From an optimization exercise on the open Yosys and OpenROAD flow, aimed at small area, a short achievable clock period and few clock cycles per item; shortcuts taken in it are not production practice.
Only simulation tests tie the RTL to the original design; equivalence was not proved.
Power is estimated from default activity; no workload was simulated.

exp/juniper:
==> flow/design.v (excerpt) <==
module cnn_layer_par (
  input  logic         clk,
  input  logic         reset,
  input  logic         start,
  input  logic [3:0]   ch_en,
  input  logic         relu_en,
  input  logic         wt_we,
  input  logic [1:0]   wt_ch,
  input  logic [0:0]   wt_w,
  input  logic [3:0]   wt_tap,
  input  logic [15:0]  wt_data,
  input  logic         in_valid,
  output logic         in_ready,
  input  logic [63:0]  in_data,
  output logic [127:0] out_data,
  output logic [3:0]   finished
);
Size: about 11000 cells after synthesis, about 2100 flip-flops, roughly 230 I/O pins, ~130000 sq um of cells after synthesis.
Settings: LEC_CHECK=0, CAP_MARGIN=20, CORE_MARGIN=2, CORE_UTILIZATION=55, CTS_CLUSTER_DIAMETER=60, CTS_CLUSTER_SIZE=30, SLEW_MARGIN=20; clock period 11.0 ns.
standard.sh (not shown) runs the stock make flow with config.mk's settings and CLKGATE_MAP_FILE= SYNTH_SCRIPT=/design/flow/synth_recipe.tcl, a recipe that flattens the netlist after the stock synthesis.
==> flow/flow/run.sh <==
#!/bin/bash
set -euo pipefail
MARGIN=${MARGIN:-7.65}
bash standard.sh SETUP_SLACK_MARGIN=$MARGIN \
  "BUFFER_PORTS_ARGS=-buffer_cell sky130_fd_sc_hd__buf_4" finish > standard_flow.log 2>&1
Testbench counts of exp/juniper, summed over its fixed seeds: cycles 2,816, passes 256.
Input-level comparison between exp/garnet and exp/juniper:
# exp/juniper
export LEC_CHECK = 0
export CAP_MARGIN = 20
export CORE_MARGIN = 2
export CORE_UTILIZATION = 55
export CTS_CLUSTER_DIAMETER = 60
export CTS_CLUSTER_SIZE = 30
export SLEW_MARGIN = 20
create_clock -name core_clock -period 11.0 [get_ports {clk}]
# exp/garnet
export LEC_CHECK = 0
export CAP_MARGIN = 20
export CORE_MARGIN = 2
export CORE_UTILIZATION = 55
export CTS_CLUSTER_DIAMETER = 60
export CTS_CLUSTER_SIZE = 30
export PLACE_DENSITY = 0.72
export SLEW_MARGIN = 20
create_clock -name core_clock -period 11.0 [get_ports {clk}]
==> flow/flow/run.sh <==
#!/bin/bash
set -euo pipefail
MARGIN=${MARGIN:-7.5}
bash standard.sh SETUP_SLACK_MARGIN=$MARGIN finish > standard_flow.log 2>&1
## What came out
- Proportion of power drawn by combinational gates, exp/garnet and exp/juniper: smaller value in exp/garnet
- Total power: exp/garnet below exp/juniper
- Combinational power came out lower on exp/garnet than on exp/juniper.
- Residual antenna-violating net count after detailed routing: exp/garnet vs exp/juniper identical
- Post-route worst setup slack delta (exp/garnet − exp/juniper): favourable
- ~same number of cells on the critical path in exp/garnet and exp/juniper
## Diff of input files: exp/violet against exp/garnet
# exp/garnet
export LEC_CHECK = 0
export CAP_MARGIN = 20
export CORE_MARGIN = 2
export CORE_UTILIZATION = 55
export CTS_CLUSTER_DIAMETER = 60
export CTS_CLUSTER_SIZE = 30
export PLACE_DENSITY = 0.72
export SLEW_MARGIN = 20
create_clock -name core_clock -period 11.0 [get_ports {clk}]
# exp/violet
export LEC_CHECK = 0
export CAP_MARGIN = 20
export CORE_MARGIN = 2
export CORE_UTILIZATION = 55
export CTS_CLUSTER_DIAMETER = 60
export CTS_CLUSTER_SIZE = 30
export SLEW_MARGIN = 20
create_clock -name core_clock -period 11.0 [get_ports {clk}]
==> flow/flow/run.sh <==
#!/bin/bash
set -euo pipefail
MARGIN=${MARGIN:-7.5}
bash standard.sh SETUP_SLACK_MARGIN=$MARGIN \
  "BUFFER_PORTS_ARGS=-buffer_cell sky130_fd_sc_hd__buf_4" finish > standard_flow.log 2>&1
### Flow results
Of exp/violet and exp/garnet, exp/violet shows the lower worst slew margin relative to its limit, with exp/garnet above it. | wire length on met2 | higher: exp/violet |. From exp/garnet to exp/violet, synthesized netlist cell count did not move at all.
Input-level comparison between exp/nickel and exp/violet:
==> flow/flow/run.sh <==
#!/bin/bash
set -euo pipefail
MARGIN=${MARGIN:-7.5}
bash standard.sh SETUP_SLACK_MARGIN=$MARGIN finish > standard_flow.log 2>&1
Findings:
exp/violet ended with every stage complete and zero timing, DRC or antenna violations. exp/nickel ended with every stage complete and zero timing, DRC or antenna violations. Of exp/violet and exp/nickel, exp/nickel shows the lower worst path setup slack after routing, with exp/violet above it. Compared with exp/violet, in exp/nickel minimum hold slack saw little to no change; count of port buffers added during placement saw little to no change. Taking exp/violet as the reference, in exp/nickel number of nets at the end of the flow stayed essentially flat, total of cells resized after clock tree synthesis rose by 414. [compare] base=exp/violet new=exp/nickel: area of all placed cells without fillers essentially unchanged, clock-buffer cell count decreased about 2.2%, number of inserted filler cells in the final layout essentially unchanged. Diff exp/violet and exp/nickel: final cycle utilization of the critical path lower in exp/violet. Final critical path time including I/O delays and setup (higher): exp/nickel. On routed wire length, exp/violet and exp/nickel are neck and neck.

Setup of the previous run:
cnn_layer_par again, from the RTL that the note above started with.
Settings: LEC_CHECK=0, CAP_MARGIN=20, CORE_MARGIN=2, CORE_UTILIZATION=55, CTS_CLUSTER_DIAMETER=60, CTS_CLUSTER_SIZE=30, SLEW_MARGIN=20; clock period 11.0 ns.
==> flow/flow/run.sh <==
#!/bin/bash
set -euo pipefail
MARGIN=${MARGIN:-7.2}
bash standard.sh SETUP_SLACK_MARGIN=$MARGIN finish > standard_flow.log 2>&1
Testbench counts of the previous run, summed over its fixed seeds: cycles 2,816, passes 256.
Edits applied to the flow inputs when going from the previous run to the current run:
- swapping 30 for 36 in CTS_CLUSTER_SIZE
- swapping 60 for 70 in CTS_CLUSTER_DIAMETER
==> flow/flow/run.sh <==
#!/bin/bash
set -euo pipefail
MARGIN=${MARGIN:-7.5}
bash standard.sh SETUP_SLACK_MARGIN=$MARGIN finish > standard_flow.log 2>&1
Findings:
- [compare] base=the previous run new=the current run: total placed instance area saw little to no change, power now sits lower, vias after detailed routing grew by 781, data required time of the worst path shows a reduction of 2.86 ns.
- In the reports for the previous run and the current run, the larger number of buffers and inverters on the critical path belongs to the previous run.
- On the current run: count of clock-buffer cells in the layout is 23 lower than what the previous run gave.

==> afterwards: timing with drivers on the ports <==
Ports are ideal in the flow. The routed layouts listed here were re-timed in OpenROAD. Step 1: set_driving_cell puts a clkbuf_16 on clk and a buf_2 on each other input, an assumption about the parent block. Step 2 times the ports against the registers' clock, not the clock port: input delays grow and output delays shrink by t, the midpoint of the rising clock arrivals with the driver on. Slacks: ideal ports / drivers / drivers and shift; pairs: ideal ports / drivers.
run | shift t [ns] | setup slack, ns | hold slack, ns | latest minus earliest clock arrival (ns) | pins driven straight from the clock port
exp/juniper | 0.951 | 7.340 / 7.248 / 6.582 | 0.451 / 0.451 / 0.451 | 0.065 / 0.064 | 1
exp/garnet | 0.948 | 7.376 / 7.294 / 6.690 | 0.445 / 0.445 / 0.445 | 0.083 / 0.083 | 1
exp/violet | 0.956 | 7.418 / 7.328 / 6.758 | 0.460 / 0.460 / 0.460 | 0.070 / 0.070 | 1
exp/nickel | 0.954 | 7.392 / 7.299 / 6.648 | 0.457 / 0.457 / 0.457 | 0.066 / 0.065 | 1
the previous run | 0.955 | 7.199 / 7.196 / 6.657 | 0.455 / 0.455 / 0.455 | 0.065 / 0.066 | 1
the current run | 0.945 | 7.395 / 7.298 / 6.591 | 0.459 / 0.459 / 0.459 | 0.074 / 0.073 | 1
After both steps every run listed still meets setup and hold. The setup slack of the current run, which loses most, moves by -0.097 ns with the drivers and by -0.804 ns with both steps.
